From an optimization exercise on the open Yosys and OpenROAD flow, aimed at small area, a short achievable clock period and few clock cycles per item; shortcuts taken in it are not production practice.
No functional check of the RTL was part of this run.
Power is estimated from default activity; no workload was simulated.

$ cat run.sh
#!/bin/bash
# synth_recipe.tcl (not shown) runs the flow's synth.tcl, then flattens the netlist and writes it again
# the make line also repeats each setting of config.mk as NAME=value (left out here)
make -C /OpenROAD-flow-scripts/flow DESIGN_CONFIG=/design/flow/config.mk WORK_HOME=/design/flow/orfs CLKGATE_MAP_FILE= SYNTH_SCRIPT=/design/flow/synth_recipe.tcl finish
$ cat config.mk
export PLATFORM = sky130hd
export DESIGN_NAME = rgb_to_ycbcr_block_builder_unit
export DESIGN_NICKNAME = rgb_to_ycbcr_block_builder_unit
export VERILOG_FILES = /design/flow/design.v
export SDC_FILE = /design/flow/constraint.sdc
export NUM_CORES = 4
export LEC_CHECK = 0
export CAP_MARGIN = 20
export CORE_MARGIN = 2
export CORE_UTILIZATION = 65
export CTS_CLUSTER_DIAMETER = 100
export CTS_CLUSTER_SIZE = 30
export SETUP_SLACK_MARGIN = 4.4
export SLEW_MARGIN = 20
$ cat constraint.sdc
create_clock -name core_clock -period 7.0 [get_ports {clk_i}]
set_input_delay 1.4000 -clock core_clock [delete_from_list [all_inputs] [get_ports {clk_i}]]
set_output_delay 1.4000 -clock core_clock [all_outputs]
set_load 0.01 [all_outputs]
$ cat design.v
`timescale 1ns / 1ps
`default_nettype none
package rybb_pkg;
  localparam int unsigned BLOCK_SAMPLES_DEF = 64;
  localparam logic [1:0] TOK_NONE   = 2'd0;   
  localparam logic [1:0] TOK_TAKEN  = 2'd1;   
  localparam logic [1:0] TOK_SAMPLE = 2'd2;   
endpackage
`default_nettype wire
`timescale 1ns / 1ps
`default_nettype none
module rybb_conv (
  input  wire logic       clk_i,
  input  wire logic [7:0] r_i,
  input  wire logic [7:0] g_i,
  input  wire logic [7:0] b_i,
  output logic      [7:0] y_o,
  output logic      [7:0] cb_o,
  output logic      [7:0] cr_o
);
  logic [7:0] r0, g0, b0;
  always_ff @(posedge clk_i) begin
    r0 <= r_i;
    g0 <= g_i;
    b0 <= b_i;
  end
  logic [9:0] e_m, e_s, e_c;
  assign e_m = ~{1'b0, g0, 1'b0};
  assign e_s = {2'b0, r0} ^ {2'b0, b0} ^ e_m;
  assign e_c = ({2'b0, r0} & {2'b0, b0}) | ({2'b0, r0} & e_m) | ({2'b0, b0} & e_m);
  logic [10:0] q_m, q_s, q_c;
  assign q_m = ~{3'b0, g0};
  assign q_s = {3'b0, r0} ^ {g0, 3'b0} ^ q_m;
  assign q_c = ({3'b0, r0} & {g0, 3'b0}) | ({3'b0, r0} & q_m) | ({g0, 3'b0} & q_m);
  logic [10:0] q1;
  logic [8:0] d11, d21;
  logic [9:0] e1;
  always_ff @(posedge clk_i) begin
    q1  <= q_s + {q_c[9:0], 1'b1};
    d11 <= {1'b0, r0} - {1'b0, g0};
    d21 <= {1'b0, b0} - {1'b0, g0};
    e1  <= e_s + {e_c[8:0], 1'b1};
  end
  wire ty_0 = e1[0] ^ ~e1[3];
  wire ty_1 = e1[0] & ~e1[3];
  wire ty_2 = e1[1] ^ ~e1[4] ^ e1[6];
  wire ty_3 = (e1[1] & ~e1[4]) | (e1[1] & e1[6]) | (~e1[4] & e1[6]);
  wire ty_4 = e1[2] ^ ~e1[5] ^ e1[7];
  wire ty_5 = (e1[2] & ~e1[5]) | (e1[2] & e1[7]) | (~e1[5] & e1[7]);
  wire ty_6 = e1[3] ^ ~e1[6] ^ e1[8];
  wire ty_7 = (e1[3] & ~e1[6]) | (e1[3] & e1[8]) | (~e1[6] & e1[8]);
  wire ty_8 = e1[4] ^ ~e1[7] ^ ~e1[9];
  wire ty_9 = (e1[4] & ~e1[7]) | (e1[4] & ~e1[9]) | (~e1[7] & ~e1[9]);
  wire ty_10 = q1[4] ^ d11[5];
  wire ty_11 = q1[4] & d11[5];
  wire ty_12 = e1[5] ^ ~e1[8] ^ q1[5];
  wire ty_13 = (e1[5] & ~e1[8]) | (e1[5] & q1[5]) | (~e1[8] & q1[5]);
  wire ty_14 = d11[6] ^ 1'b1;
  wire ty_15 = d11[6] & 1'b1;
  wire ty_16 = e1[6] ^ e1[9] ^ q1[6];
  wire ty_17 = (e1[6] & e1[9]) | (e1[6] & q1[6]) | (e1[9] & q1[6]);
  wire ty_18 = ty_0 ^ e1[5];
  wire ty_19 = ty_0 & e1[5];
  wire ty_20 = ty_2 ^ q1[1] ^ d11[2];
  wire ty_21 = (ty_2 & q1[1]) | (ty_2 & d11[2]) | (q1[1] & d11[2]);
  wire ty_22 = ty_4 ^ q1[2] ^ d11[3];
  wire ty_23 = (ty_4 & q1[2]) | (ty_4 & d11[3]) | (q1[2] & d11[3]);
  wire ty_24 = ty_6 ^ q1[3] ^ d11[4];
  wire ty_25 = (ty_6 & q1[3]) | (ty_6 & d11[4]) | (q1[3] & d11[4]);
  wire ty_26 = ty_8 ^ ty_10 ^ 1'b1;
  wire ty_27 = (ty_8 & ty_10) | (ty_8 & 1'b1) | (ty_10 & 1'b1);
  wire ty_28 = ty_12 ^ ty_14 ^ ty_9;
  wire ty_29 = (ty_12 & ty_14) | (ty_12 & ty_9) | (ty_14 & ty_9);
  wire ty_30 = ty_16 ^ d11[7] ^ ty_13;
  wire ty_31 = (ty_16 & d11[7]) | (ty_16 & ty_13) | (d11[7] & ty_13);
  wire ty_32 = e1[7] ^ q1[7] ^ ~d11[8];
  wire ty_33 = (e1[7] & q1[7]) | (e1[7] & ~d11[8]) | (q1[7] & ~d11[8]);
  wire ty_34 = e1[8] ^ q1[8];
  wire ty_35 = e1[8] & q1[8];
  wire ty_36 = ~e1[0] ^ e1[2];
  wire ty_37 = ~e1[0] & e1[2];
  wire ty_38 = ~e1[1] ^ e1[3];
  wire ty_39 = ~e1[1] & e1[3];
  wire ty_40 = ~e1[2] ^ e1[4] ^ d11[0];
  wire ty_41 = (~e1[2] & e1[4]) | (~e1[2] & d11[0]) | (e1[4] & d11[0]);
  wire ty_42 = ty_18 ^ q1[0] ^ d11[1];
  wire ty_43 = (ty_18 & q1[0]) | (ty_18 & d11[1]) | (q1[0] & d11[1]);
  wire ty_44 = ty_20 ^ ty_1 ^ ty_19;
  wire ty_45 = (ty_20 & ty_1) | (ty_20 & ty_19) | (ty_1 & ty_19);
  wire ty_46 = ty_22 ^ ty_3 ^ ty_21;
  wire ty_47 = (ty_22 & ty_3) | (ty_22 & ty_21) | (ty_3 & ty_21);
  wire ty_48 = ty_24 ^ ty_5 ^ ty_23;
  wire ty_49 = (ty_24 & ty_5) | (ty_24 & ty_23) | (ty_5 & ty_23);
  wire ty_50 = ty_26 ^ ty_7 ^ ty_25;
  wire ty_51 = (ty_26 & ty_7) | (ty_26 & ty_25) | (ty_7 & ty_25);
  wire ty_52 = ty_28 ^ ty_11 ^ ty_27;
  wire ty_53 = (ty_28 & ty_11) | (ty_28 & ty_27) | (ty_11 & ty_27);
  wire ty_54 = ty_30 ^ ty_15 ^ ty_29;
  wire ty_55 = (ty_30 & ty_15) | (ty_30 & ty_29) | (ty_15 & ty_29);
  wire ty_56 = ty_32 ^ ty_17 ^ ty_31;
  wire ty_57 = (ty_32 & ty_17) | (ty_32 & ty_31) | (ty_17 & ty_31);
  wire ty_58 = ty_34 ^ 1'b1 ^ ty_33;
  wire ty_59 = (ty_34 & 1'b1) | (ty_34 & ty_33) | (1'b1 & ty_33);
  wire ty_60 = ~e1[9] ^ q1[9] ^ ty_35;
  wire ty_61 = (~e1[9] & q1[9]) | (~e1[9] & ty_35) | (q1[9] & ty_35);
  wire ty_62 = q1[10] ^ 1'b1;
  wire ty_63 = q1[10] & 1'b1;
  wire [15:0] ty_a = {ty_62, ty_60, ty_58, ty_56, ty_54, ty_52, ty_50, ty_48, ty_46, ty_44, ty_42, ty_40, ty_38, ty_36, e1[1], e1[0]};
  wire [15:0] ty_b = {ty_61, ty_59, ty_57, ty_55, ty_53, ty_51, ty_49, ty_47, ty_45, ty_43, ty_41, ty_39, ty_37, 1'b1, 1'b0, 1'b0};
  wire tb_0 = ~d11[0] ^ ~d11[2];
  wire tb_1 = ~d11[0] & ~d11[2];
  wire tb_2 = ~d11[1] ^ ~d11[3];
  wire tb_3 = ~d11[1] & ~d11[3];
  wire tb_4 = d21[0] ^ ~d11[2] ^ ~d11[4];
  wire tb_5 = (d21[0] & ~d11[2]) | (d21[0] & ~d11[4]) | (~d11[2] & ~d11[4]);
  wire tb_6 = d21[1] ^ ~d11[3] ^ ~d11[5];
  wire tb_7 = (d21[1] & ~d11[3]) | (d21[1] & ~d11[5]) | (~d11[3] & ~d11[5]);
  wire tb_8 = ~d11[7] ^ d11[8];
  wire tb_9 = ~d11[7] & d11[8];
  wire tb_10 = d21[2] ^ ~d11[4] ^ ~d11[6];
  wire tb_11 = (d21[2] & ~d11[4]) | (d21[2] & ~d11[6]) | (~d11[4] & ~d11[6]);
  wire tb_12 = d21[3] ^ ~d11[5];
  wire tb_13 = d21[3] & ~d11[5];
  wire tb_14 = ~d11[0] ^ ~d11[2];
  wire tb_15 = ~d11[0] & ~d11[2];
  wire tb_16 = ~d11[1] ^ ~d11[3];
  wire tb_17 = ~d11[1] & ~d11[3];
  wire tb_18 = tb_0 ^ ~d11[4] ^ ~d11[5];
  wire tb_19 = (tb_0 & ~d11[4]) | (tb_0 & ~d11[5]) | (~d11[4] & ~d11[5]);
  wire tb_20 = tb_2 ^ ~d11[5] ^ ~d11[6];
  wire tb_21 = (tb_2 & ~d11[5]) | (tb_2 & ~d11[6]) | (~d11[5] & ~d11[6]);
  wire tb_22 = tb_4 ^ ~d11[6] ^ ~d11[7];
  wire tb_23 = (tb_4 & ~d11[6]) | (tb_4 & ~d11[7]) | (~d11[6] & ~d11[7]);
  wire tb_24 = tb_6 ^ tb_8 ^ 1'b1;
  wire tb_25 = (tb_6 & tb_8) | (tb_6 & 1'b1) | (tb_8 & 1'b1);
  wire tb_26 = tb_10 ^ d11[8] ^ tb_7;
  wire tb_27 = (tb_10 & d11[8]) | (tb_10 & tb_7) | (d11[8] & tb_7);
  wire tb_28 = tb_12 ^ ~d11[7] ^ 1'b1;
  wire tb_29 = (tb_12 & ~d11[7]) | (tb_12 & 1'b1) | (~d11[7] & 1'b1);
  wire tb_30 = d21[4] ^ ~d11[6] ^ d11[8];
  wire tb_31 = (d21[4] & ~d11[6]) | (d21[4] & d11[8]) | (~d11[6] & d11[8]);
  wire tb_32 = d21[5] ^ ~d11[7];
  wire tb_33 = d21[5] & ~d11[7];
  wire tb_34 = ~d11[0] ^ ~d11[1];
  wire tb_35 = ~d11[0] & ~d11[1];
  wire tb_36 = ~d11[1] ^ ~d11[2];
  wire tb_37 = ~d11[1] & ~d11[2];
  wire tb_38 = tb_14 ^ ~d11[3] ^ 1'b1;
  wire tb_39 = (tb_14 & ~d11[3]) | (tb_14 & 1'b1) | (~d11[3] & 1'b1);
  wire tb_40 = tb_16 ^ ~d11[4] ^ tb_15;
  wire tb_41 = (tb_16 & ~d11[4]) | (tb_16 & tb_15) | (~d11[4] & tb_15);
  wire tb_42 = tb_18 ^ 1'b1 ^ tb_17;
  wire tb_43 = (tb_18 & 1'b1) | (tb_18 & tb_17) | (1'b1 & tb_17);
  wire tb_44 = tb_20 ^ tb_1 ^ tb_19;
  wire tb_45 = (tb_20 & tb_1) | (tb_20 & tb_19) | (tb_1 & tb_19);
  wire tb_46 = tb_22 ^ tb_3 ^ tb_21;
  wire tb_47 = (tb_22 & tb_3) | (tb_22 & tb_21) | (tb_3 & tb_21);
  wire tb_48 = tb_24 ^ tb_5 ^ tb_23;
  wire tb_49 = (tb_24 & tb_5) | (tb_24 & tb_23) | (tb_5 & tb_23);
  wire tb_50 = tb_26 ^ tb_9 ^ tb_25;
  wire tb_51 = (tb_26 & tb_9) | (tb_26 & tb_25) | (tb_9 & tb_25);
  wire tb_52 = tb_28 ^ tb_11 ^ tb_27;
  wire tb_53 = (tb_28 & tb_11) | (tb_28 & tb_27) | (tb_11 & tb_27);
  wire tb_54 = tb_30 ^ tb_13 ^ tb_29;
  wire tb_55 = (tb_30 & tb_13) | (tb_30 & tb_29) | (tb_13 & tb_29);
  wire tb_56 = tb_32 ^ 1'b1 ^ tb_31;
  wire tb_57 = (tb_32 & 1'b1) | (tb_32 & tb_31) | (1'b1 & tb_31);
  wire tb_58 = d21[6] ^ d11[8] ^ tb_33;
  wire tb_59 = (d21[6] & d11[8]) | (d21[6] & tb_33) | (d11[8] & tb_33);
  wire tb_60 = d21[7] ^ 1'b1;
  wire tb_61 = d21[7] & 1'b1;
  wire [15:0] tb_a = {~d21[8], tb_60, tb_58, tb_56, tb_54, tb_52, tb_50, tb_48, tb_46, tb_44, tb_42, tb_40, tb_38, tb_36, tb_34, ~d11[0]};
  wire [15:0] tb_b = {tb_61, tb_59, tb_57, tb_55, tb_53, tb_51, tb_49, tb_47, tb_45, tb_43, tb_41, tb_39, tb_37, tb_35, 1'b1, 1'b1};
  wire tr_0 = d11[1] ^ ~d21[4];
  wire tr_1 = d11[1] & ~d21[4];
  wire tr_2 = d11[2] ^ ~d21[5];
  wire tr_3 = d11[2] & ~d21[5];
  wire tr_4 = ~d21[0] ^ ~d21[2];
  wire tr_5 = ~d21[0] & ~d21[2];
  wire tr_6 = ~d21[1] ^ ~d21[3];
  wire tr_7 = ~d21[1] & ~d21[3];
  wire tr_8 = ~d21[2] ^ ~d21[4];
  wire tr_9 = ~d21[2] & ~d21[4];
  wire tr_10 = d11[0] ^ ~d21[3] ^ ~d21[5];
  wire tr_11 = (d11[0] & ~d21[3]) | (d11[0] & ~d21[5]) | (~d21[3] & ~d21[5]);
  wire tr_12 = tr_0 ^ ~d21[6] ^ d21[8];
  wire tr_13 = (tr_0 & ~d21[6]) | (tr_0 & d21[8]) | (~d21[6] & d21[8]);
  wire tr_14 = tr_2 ^ ~d21[7] ^ 1'b1;
  wire tr_15 = (tr_2 & ~d21[7]) | (tr_2 & 1'b1) | (~d21[7] & 1'b1);
  wire tr_16 = d11[3] ^ ~d21[6] ^ d21[8];
  wire tr_17 = (d11[3] & ~d21[6]) | (d11[3] & d21[8]) | (~d21[6] & d21[8]);
  wire tr_18 = d11[4] ^ ~d21[7];
  wire tr_19 = d11[4] & ~d21[7];
  wire tr_20 = ~d21[0] ^ ~d21[2];
  wire tr_21 = ~d21[0] & ~d21[2];
  wire tr_22 = ~d21[1] ^ ~d21[3];
  wire tr_23 = ~d21[1] & ~d21[3];
  wire tr_24 = tr_4 ^ ~d21[4] ^ 1'b1;
  wire tr_25 = (tr_4 & ~d21[4]) | (tr_4 & 1'b1) | (~d21[4] & 1'b1);
  wire tr_26 = tr_6 ^ ~d21[5] ^ tr_5;
  wire tr_27 = (tr_6 & ~d21[5]) | (tr_6 & tr_5) | (~d21[5] & tr_5);
  wire tr_28 = tr_8 ^ ~d21[6] ^ tr_7;
  wire tr_29 = (tr_8 & ~d21[6]) | (tr_8 & tr_7) | (~d21[6] & tr_7);
  wire tr_30 = tr_10 ^ ~d21[7] ^ tr_9;
  wire tr_31 = (tr_10 & ~d21[7]) | (tr_10 & tr_9) | (~d21[7] & tr_9);
  wire tr_32 = tr_12 ^ 1'b1 ^ tr_11;
  wire tr_33 = (tr_12 & 1'b1) | (tr_12 & tr_11) | (1'b1 & tr_11);
  wire tr_34 = tr_14 ^ tr_1 ^ tr_13;
  wire tr_35 = (tr_14 & tr_1) | (tr_14 & tr_13) | (tr_1 & tr_13);
  wire tr_36 = tr_16 ^ tr_3 ^ tr_15;
  wire tr_37 = (tr_16 & tr_3) | (tr_16 & tr_15) | (tr_3 & tr_15);
  wire tr_38 = tr_18 ^ 1'b1 ^ tr_17;
  wire tr_39 = (tr_18 & 1'b1) | (tr_18 & tr_17) | (1'b1 & tr_17);
  wire tr_40 = d11[5] ^ d21[8] ^ tr_19;
  wire tr_41 = (d11[5] & d21[8]) | (d11[5] & tr_19) | (d21[8] & tr_19);
  wire tr_42 = d11[6] ^ 1'b1;
  wire tr_43 = d11[6] & 1'b1;
  wire tr_44 = d11[7] ^ 1'b1;
  wire tr_45 = d11[7] & 1'b1;
  wire [15:0] tr_a = {~d11[8], tr_44, tr_42, tr_40, tr_38, tr_36, tr_34, tr_32, tr_30, tr_28, tr_26, tr_24, tr_22, tr_20, ~d21[1], ~d21[0]};
  wire [15:0] tr_b = {tr_45, tr_43, tr_41, tr_39, tr_37, tr_35, tr_33, tr_31, tr_29, tr_27, tr_25, tr_23, tr_21, 1'b1, 1'b0, 1'b1};
  function automatic logic [6:0] lo_gp(input logic [7:0] a, input logic [7:0] b);
    logic [7:0] g, p;
    g = a & b;
    p = a | b;
    lo_gp = {g[7] | (p[7] & g[6]), p[7] & p[6],
             g[5] | (p[5] & g[4]), p[5] & p[4],
             g[3] | (p[3] & g[2]), p[3] & p[2],
             g[1] | (p[1] & g[0])};
  endfunction
  function automatic logic lo_carry(input logic [6:0] gp);
    logic g10, g30, g50;
    g10 = gp[0];
    g30 = gp[2] | (gp[1] & g10);
    g50 = gp[4] | (gp[3] & g30);
    lo_carry = gp[6] | (gp[5] & g50);
  endfunction
  logic [7:0] ya2, yb2, ba2, bb2, ra2, rb2;
  logic [6:0] ygp2, bgp2, rgp2;
  always_ff @(posedge clk_i) begin
    ya2  <= ty_a[15:8];
    yb2  <= ty_b[15:8];
    ygp2 <= lo_gp(ty_a[7:0], ty_b[7:0]);
    ba2  <= tb_a[15:8];
    bb2  <= tb_b[15:8];
    bgp2 <= lo_gp(tb_a[7:0], tb_b[7:0]);
    ra2  <= tr_a[15:8];
    rb2  <= tr_b[15:8];
    rgp2 <= lo_gp(tr_a[7:0], tr_b[7:0]);
  end
  logic yc, bc, rc;
  assign yc = lo_carry(ygp2);
  assign bc = lo_carry(bgp2);
  assign rc = lo_carry(rgp2);
  assign y_o  = ya2 + yb2 + {7'b0, yc};
  assign cb_o = ba2 + bb2 + {7'b0, bc};
  assign cr_o = ra2 + rb2 + {7'b0, rc};
endmodule
`default_nettype wire
`timescale 1ns / 1ps
`default_nettype none
module rgb_to_ycbcr_block_builder_unit (
  input  wire logic              clk_i,
  input  wire logic              rst_ni,
  input  wire logic              in_vld_i,
  output logic                   in_stall_o,
  input  wire logic              kind_i,
  input  wire logic [7:0]        red_i,
  input  wire logic [7:0]        green_i,
  input  wire logic [7:0]        blue_i,
  output logic                   out_vld_o,
  input  wire logic              out_stall_i,
  output logic                   pixel_taken_o,
  output logic                   sample_valid_o,
  output logic signed [8:0]      sample_o,
  output logic        [1:0]      block_type_o,
  output logic        [5:0]      element_index_o,
  output logic                   last_of_block_o
);
  localparam int unsigned FD = 8;      
  localparam int unsigned FW = 3;      
  localparam int unsigned TQ = 3;      
  localparam logic [1:0] T_NONE   = rybb_pkg::TOK_NONE;
  localparam logic [1:0] T_TAKEN  = rybb_pkg::TOK_TAKEN;
  localparam logic [1:0] T_SAMPLE = rybb_pkg::TOK_SAMPLE;
  logic       stall_q;
  logic       pend_q;
  logic [7:0] cnt_q;
  logic [5:0] wph_q;      
  logic       accept, take_px, take_pl;
  logic [1:0] tok;
  assign accept  = in_vld_i && !stall_q;
  assign take_px = accept && !kind_i && !pend_q;
  assign take_pl = accept &&  kind_i &&  pend_q;
  assign tok     = take_px ? T_TAKEN : take_pl ? T_SAMPLE : T_NONE;
  logic cnt_last_px, cnt_last_pl;
  assign cnt_last_px = (cnt_q[5:0] == 6'd63);
  assign cnt_last_pl = (cnt_q == 8'd191);
  logic       pend_d;
  logic [7:0] cnt_d, cnt_inc;
  assign cnt_inc = cnt_q + 8'd1;
  always_comb begin
    pend_d = pend_q;
    cnt_d  = cnt_q;
    if (take_px) begin
      pend_d = cnt_last_px;
      cnt_d  = cnt_last_px ? 8'd0 : cnt_inc;
    end else if (take_pl) begin
      pend_d = !cnt_last_pl;
      cnt_d  = cnt_last_pl ? 8'd0 : cnt_inc;
    end
  end
  always_ff @(posedge clk_i or negedge rst_ni) begin
    if (!rst_ni) begin
      pend_q <= 1'b0;
      cnt_q  <= '0;
    end else begin
      pend_q <= pend_d;
      cnt_q  <= cnt_d;
    end
  end
  always_ff @(posedge clk_i) begin
    wph_q <= take_px ? 6'd0 : wph_q + 6'd1;
  end
  logic [7:0] y_c, cb_c, cr_c;
  rybb_conv u_conv (
    .clk_i (clk_i),
    .r_i   (red_i),
    .g_i   (green_i),
    .b_i   (blue_i),
    .y_o   (y_c),
    .cb_o  (cb_c),
    .cr_o  (cr_c)
  );
  logic [2:0] wr_q;      
  logic [2:0] wlast_q;   
  always_ff @(posedge clk_i or negedge rst_ni) begin
    if (!rst_ni) begin
      wr_q <= '0;
    end else begin
      wr_q <= {wr_q[1:0], take_px};
    end
  end
  always_ff @(posedge clk_i) begin
    wlast_q <= {wlast_q[1:0], cnt_last_px};
  end
  logic [23:0] ring_q [64];
  always_ff @(posedge clk_i) begin
    ring_q[0] <= wr_q[2] ? {cr_c, cb_c, y_c} : ring_q[63];
    for (int i = 1; i < 64; i++) ring_q[i] <= ring_q[i-1];
  end
  logic          rd_act_q;    
  logic [5:0]    pos_q;       
  logic [7:0]    rn_q;        
  logic [FD-1:0] fth_q;
  logic          rd, fpop;
  logic [23:0]   tap;
  logic [7:0]    rd_byte;
  assign rd  = rd_act_q && (pos_q[2:0] == 3'd7) && !fth_q[FD-1];
  assign tap = ring_q[{pos_q[5:3], 3'd7}];
  always_comb begin
    unique case (rn_q[7:6])
      2'd0:    rd_byte = tap[7:0];
      2'd1:    rd_byte = tap[15:8];
      default: rd_byte = tap[23:16];
    endcase
  end
  logic rd_act_d;
  always_comb begin
    rd_act_d = rd_act_q;
    if (wr_q[2] && wlast_q[2])       rd_act_d = 1'b1;
    else if (rd && rn_q == 8'd191)   rd_act_d = 1'b0;
  end
  always_ff @(posedge clk_i or negedge rst_ni) begin
    if (!rst_ni) rd_act_q <= 1'b0;
    else         rd_act_q <= rd_act_d;
  end
  always_ff @(posedge clk_i) begin
    if (wr_q[2] && wlast_q[2]) begin
      pos_q <= 6'd63;
      rn_q  <= '0;
    end else if (rd) begin
      rn_q  <= rn_q + 8'd1;
    end else begin
      pos_q <= pos_q + 6'd1;
    end
  end
  logic [7:0]    fifo_q [FD];
  logic [FW-1:0] fwp_q, frp_q;
  always_ff @(posedge clk_i) begin
    if (rd) fifo_q[fwp_q] <= rd_byte;
  end
  always_ff @(posedge clk_i or negedge rst_ni) begin
    if (!rst_ni) begin
      fwp_q <= '0;
      frp_q <= '0;
      fth_q <= '0;
    end else begin
      if (rd)   fwp_q <= fwp_q + 1'b1;
      if (fpop) frp_q <= frp_q + 1'b1;
      if (rd && !fpop)      fth_q <= {fth_q[FD-2:0], 1'b1};
      else if (fpop && !rd) fth_q <= {1'b0, fth_q[FD-1:1]};
    end
  end
  logic [1:0] tq_cls_q [TQ];
  logic [7:0] tq_cnt_q [TQ];
  logic [2:0] tq_v_q;           
  logic [1:0] tcls_q;           
  logic       acc_q;            
  logic [1:0] tok_q;            
  logic       open, tok_avail, consume;
  logic [1:0] head_cls;
  logic       h0, h1;
  assign h0       = (tq_cnt_q[0] == 8'd0);
  assign h1       = (tq_cnt_q[0] == 8'd1);
  assign head_cls = tq_cls_q[0];
  assign tok_avail = tq_v_q[0] && !h0 && ((head_cls != T_SAMPLE) || fth_q[0]);
  assign open      = !out_v_q || !out_stall_i;
  assign consume   = open && tok_avail;
  assign fpop      = consume && (head_cls == T_SAMPLE);
  always_ff @(posedge clk_i or negedge rst_ni) begin
    if (!rst_ni) begin
      acc_q <= 1'b0;
      tok_q <= T_NONE;
    end else begin
      acc_q <= accept;
      tok_q <= tok;
    end
  end
  logic extend, push_new;
  assign extend   = acc_q && tq_v_q[0] && (tcls_q == tok_q) && (tok_q != T_NONE);
  assign push_new = acc_q && !extend;
  typedef struct packed {
    logic       retire;
    logic [2:0] v;
    logic [2:0] slot;
    logic [2:0] inc;
  } tq_step_t;
  function automatic tq_step_t tq_step(input logic ext, input logic pnew, input logic cons,
                                       input logic [2:0] v, input logic hz, input logic ho);
    tq_step_t st;
    logic [2:0] v_s;
    st.inc    = {3{ext}} & (v & ~{1'b0, v[2:1]});
    st.retire = v[0] && !st.inc[0] && (hz || (ho && cons)) && (v[1] || pnew);
    v_s       = st.retire ? {1'b0, v[2:1]} : v;
    st.slot   = {3{pnew}} & (~v_s & {v_s[1:0], 1'b1});
    st.v      = v_s | st.slot;
    tq_step = st;
  endfunction
  tq_step_t st_c0, st_c1, st;
  assign st_c0 = tq_step(extend, push_new, 1'b0, tq_v_q, h0, h1);
  assign st_c1 = tq_step(extend, push_new, 1'b1, tq_v_q, h0, h1);
  assign st    = consume ? st_c1 : st_c0;
  logic [7:0] cnt_g [TQ];
  logic [7:0] cnt0_p, cnt0_m;
  assign cnt0_p = tq_cnt_q[0] + 8'd1;
  assign cnt0_m = tq_cnt_q[0] - 8'd1;
  always_comb begin
    for (int i = 0; i < TQ; i++) cnt_g[i] = st.inc[i] ? tq_cnt_q[i] + 8'd1 : tq_cnt_q[i];
    if (consume) cnt_g[0] = st.inc[0] ? tq_cnt_q[0] : cnt0_m;
    else         cnt_g[0] = st.inc[0] ? cnt0_p : tq_cnt_q[0];
  end
  logic [1:0] tq_cls_d [TQ];
  logic [7:0] tq_cnt_d [TQ];
  always_comb begin
    for (int i = 0; i < TQ; i++) begin
      if (st.retire && (i < TQ - 1)) begin
        tq_cls_d[i] = tq_cls_q[i+1];
        tq_cnt_d[i] = cnt_g[i+1];
      end else begin
        tq_cls_d[i] = tq_cls_q[i];
        tq_cnt_d[i] = cnt_g[i];
      end
      if (st.slot[i]) begin
        tq_cls_d[i] = tok_q;
        tq_cnt_d[i] = 8'd1;
      end
    end
  end
  always_ff @(posedge clk_i) begin
    for (int i = 0; i < TQ; i++) begin
      tq_cls_q[i] <= tq_cls_d[i];
      tq_cnt_q[i] <= tq_cnt_d[i];
    end
  end
  always_ff @(posedge clk_i or negedge rst_ni) begin
    if (!rst_ni) begin
      tq_v_q <= '0;
      tcls_q <= T_NONE;
    end else begin
      tq_v_q <= st.v;
      if (push_new) tcls_q <= tok_q;
    end
  end
  logic [1:0] tcls_n;      
  logic       px_new, pl_new;
  assign tcls_n = push_new ? tok_q : tcls_q;
  assign px_new = pend_q  || !((tq_v_q[0] || acc_q) && (tcls_n == T_TAKEN));
  assign pl_new = !pend_q || !((tq_v_q[0] || acc_q) && (tcls_n == T_SAMPLE));
  function automatic logic tq_full(input logic [2:0] v, input logic pnow, input logic pnext);
    tq_full = v[2] || (v[1] && (pnow || pnext)) || (v[0] && pnow && pnext);
  endfunction
  logic st_none, st_pix, st_pull;
  always_comb begin
    st_none = tq_full(tq_v_q, push_new, 1'b0) ||
              (!pend_q && rd_act_d) ||
              (!pend_q && (cnt_q[5:0] != 6'd0) && (wph_q != 6'd63));
    st_pix  = tq_full(tq_v_q, push_new, px_new) ||
              (!pend_q && !cnt_last_px && rd_act_d);
    st_pull = tq_full(tq_v_q, push_new, pl_new) ||
              (pend_q ? (cnt_last_pl && rd_act_d)
                      : (rd_act_d || ((cnt_q[5:0] != 6'd0) && (wph_q != 6'd63))));
  end
  always_ff @(posedge clk_i) begin
    stall_q <= !accept ? st_none : kind_i ? st_pull : st_pix;
  end
  logic       out_v_q;
  logic [7:0] ocnt_q;
  logic       taken_q, sval_q, last_q;
  logic [8:0] smp_q;
  logic [1:0] btype_q;
  logic [5:0] eidx_q;
  logic [7:0] fhead;
  logic       is_smp;
  assign fhead  = fifo_q[frp_q];
  assign is_smp = (head_cls == T_SAMPLE);
  always_ff @(posedge clk_i or negedge rst_ni) begin
    if (!rst_ni) begin
      out_v_q <= 1'b0;
      ocnt_q  <= '0;
    end else begin
      if (open) out_v_q <= tok_avail;
      if (fpop) ocnt_q <= (ocnt_q == 8'd191) ? 8'd0 : ocnt_q + 8'd1;
    end
  end
  always_ff @(posedge clk_i) begin
    if (open) begin
      taken_q <= (head_cls == T_TAKEN);
      sval_q  <= is_smp;
      smp_q   <= is_smp ? {(ocnt_q[7:6] != 2'd0) && fhead[7], fhead} : 9'd0;
      btype_q <= is_smp ? ocnt_q[7:6] : 2'd0;
      eidx_q  <= is_smp ? ocnt_q[5:0] : 6'd0;
      last_q  <= is_smp && (ocnt_q[5:0] == 6'd63);
    end
  end
  assign in_stall_o      = stall_q;
  assign out_vld_o       = out_v_q;
  assign pixel_taken_o   = taken_q;
  assign sample_valid_o  = sval_q;
  assign sample_o        = smp_q;
  assign block_type_o    = btype_q;
  assign element_index_o = eidx_q;
  assign last_of_block_o = last_q;
endmodule
`default_nettype wire
==> run notes <==
## final cells by class
class / count / area (um2) / area share (%)
flip-flops and latches: 1846 / 38100 / 73.0
clock buffers: 84 / 1860 / 3.56
well taps: 959 / 1200 / 2.30
diodes: 1 / 2.50 / 0.00479
inverters: 195 / 738 / 1.41
repair buffers: 104 / 857 / 1.64
multi-input cells: 1055 / 9260 / 17.7
clock inverters: 8 / 155 / 0.297
## routing by layer
| layer | vias to the layer above | part of all wire [%] | global-route usage (%) |
|---|---|---|---|
| li1 | 10500 | - | - |
| met1 | 10400 | 48 | 28.7 |
| met2 | 316 | 47 | 33.5 |
| met3 | 124 | 3.0 | 2.20 |
| met4 | 0 | 2.3 | 5.96 |
| met5 | - | 0 | 0 |
## path summary, 6_finish.rpt
check	from	endpoint	cells after the start
worst max-delay path	eidx_q[1]$_SDFFCE_PN0P_	element_index_o[1]	1
max in group asynchronous	rst_ni	frp_q[0]$_DFFE_PN0P_	1
worst min-delay path	ring_q[11][16]$_DFF_P_	ring_q[12][16]$_DFF_P_	0
worst max register to register	u_conv.g0[1]$_DFF_P_	u_conv.q1[10]$_DFF_P_	10
worst min register to register	ring_q[11][16]$_DFF_P_	ring_q[12][16]$_DFF_P_	0
min in group asynchronous	rst_ni	tq_v_q[1]$_DFF_PN0_	1
## per-stage QoR
step                      util (%)  setup slack [ps]  instance area, um2
after floorplan                  -              4200               47900
after global placement        67.9              3210               49500
after detailed placement      67.9              3150               49500
after CTS                     71.0              4360               51800
after global routing          71.5              4310               52200
final                         71.5              4410               52200
## kinds of logic (layout without fill, tap and decap cells)
| kind of cell | Yosys count | count (layout) | share of synthesized area, % |
|---|---|---|---|
| multiplexers | 118 | 118 | 3.41 |
| adder cells (fa/ha/maj) | 171 | 171 | 5.55 |
| flip-flops | 1846 | 1846 | 79.6 |
| AND/OR/NAND/NOR | 421 | 423 | 4.25 |
| AO/OA/AOI/OAI | 263 | 263 | 3.71 |
| buffers and inverters | 251 | 391 | 2.03 |
| other | 0 | 1 | 0 |
| XOR/XNOR | 80 | 80 | 1.46 |
## power by group through the flow
stage / registers [uW] / clock network, uW / logic, uW
floorplan: 12100 / 0 / 1850
global placement: 12200 / 0 / 2600
detailed placement: 12300 / 0 / 2670
CTS: 12100 / 5000 / 2810
global route: 12100 / 5370 / 3220
finish: 12000 / 4900 / 2810
## placed cells by master (no fill, tap or decap), types with 21 or more instances in the layout
master and count:
inv_1 183, buf_2 22, nand2_1 114, mux2i_1 38, ha_1 90, dfrtp_1 42, nand3_1 32, fa_1 63
o21ai_0 59, mux2_2 43, a21oi_1 45, clkbuf_16 72, xnor2_1 48, nor2_1 118, mux4_2 31, dfxtp_1 1693
buf_4 49, nor2b_1 21, xor2_1 29, edfxtp_1 90, nor3_1 25, clkdlybuf4s50_1 25
## registers in the layout, summed over array words and instances (netlist names), 9 cells and up
signal      cells
fifo_q         64
ring_q       1536
smp_q           9
tq_cnt_q       24
u_conv.d11      9
u_conv.d21      9
u_conv.e1      10
u_conv.q1      10
## what timing repair did
action,in CTS,in global routing
pin swaps,15,25
endpoints found under the hold margin,0,0
cloned,2,0
buffers inserted,17,22
gates resized for setup,160,62
endpoints found under the setup margin,177,111
==> metrics.yaml <==
skew_ps: 25.7
syn_area_mm2: 0.0478
clockPowerShare_pct: 24.8
drv_slew: 0
status: "timing/DRC/antenna clean"
wl_mm: 75.6
synth_edf_count: 90
layout.cells.non_filler: 4252
synth_ff_type: "dfxtp_1"
cts_tree: "done"
power_uw: 19700
clockRootBuffer: "clkbuf_16"
critical_path_arrival_ps: 1190
wl_per_cell_um: 17.8
seq_area_frac_synth_pct: 79.6
nets: 3470
fin_setup_tns_ps: 0
hpwl_mm: 50.0
finalHoldViolCount: 0
setup_viol: 0
synth_common_cells: "dfxtp_1, inv_1, nor2_1"
ys_async_sr_fraction_pct: 2.33
placementRows: 99
drive_gt1_share_pct: 10.8
gp_congestion: 0.824
yosysWarningCount: 8
io-pin-count: 51
grt_antenna_before_repair: 3
crit_fanout: 1
synthCells: 3150
first_global_vias: 21800
yosysTopAreaCell: "dfxtp_1"
internal-power_uw: 14800
first_pass_iters: 7
critPathCaptureType: "primary output"
ir_drop_mv: 0.353
critPathBufInv: 1
grt_max_degree: 56
p_leak_uw: 0.0212
overflow: 0
avgViaCountPerCell: 5.01
worstSetupPathType: "register to primary output"
rsz0062_at_grt: "true"
netlist.area_leader.share_pct: 71.7
cts.sinks: 1846
startpoint_type: "register"
grt_pass1_wl_mm: 118
reg2reg_slack_ps: 4440
vias: 21300
clk_path_buf_depth: 3
cp_cell_sequence: "buf_2"
critPathMaxStageDelay_ps: 390
yosys.cell_types.count: 84
fmax_mhz: 386
synth.most_common_cell: "dfxtp_1"
syn_area_per_cell_um2: 15.2
dp_cells: 4118
switching_share_pct: 25.2
synth_fp_nets: 3347
hold_path.class: "register to register"
port_buffers: 50
maxCapViolCount: 0
start_util_pct: 65.6
htree_levels: 3
dieArea_mm2: 0.0758
slew_headroom_pct: 45.7
clkTransAtPathRegs_ps: 110
core_area_mm2: 0.0730
ant_nets: 0
track_usage_pct: 20.3
ctsHoldBuffers: 0
area_growth_pct: 9.08
synth-seq-cells: 1846
die_w_um: 275
die_h_um: 275
fin_crit_ps: 2590
cts_buffers: 71
holdWs_ps: 323
required_ps: 5600
critPathSlowestCell: "edfxtp_1"
seq_power_share_pct: 61.0
path_delay_family: "flip-flops"
insertion_delay_ps: 660
power_switching_uw: 4980
comb_power_share_pct: 14.2
post-route-drc-count: 0
worstMarginPinSlew_ps: 808
synth.area.top_cells: "dfxtp_1, edfxtp_1, fa_1"
drt-initial-drc-count: 1096
nFillCells: 4734
powerDensity_mw_per_mm2: 378
fin_crit_sh_pct: 37.0

==> re-timing with driven ports <==
The results above use ideal ports. As a check the final layout listed here was re-extracted and re-timed, cells and wires unchanged.
Step 1, drivers: a clkbuf_16 drives clk_i and a buf_2 each remaining input, both assumed.
Step 2 times the ports against the registers' clock, not the clock port: input delays grow and output delays shrink by t, the midpoint of the rising clock arrivals with the driver on.
a / b / c = ideal / step 1 / step 2; a / b = the first two.
t, ns: 0.712
setup slack, ns: 4.408 / 4.340 / 3.877
worst setup path at the end: input to register
After both steps setup and hold are still met in this run. The setup slack of this run moves by -0.068 ns with the drivers and by -0.531 ns with both steps.
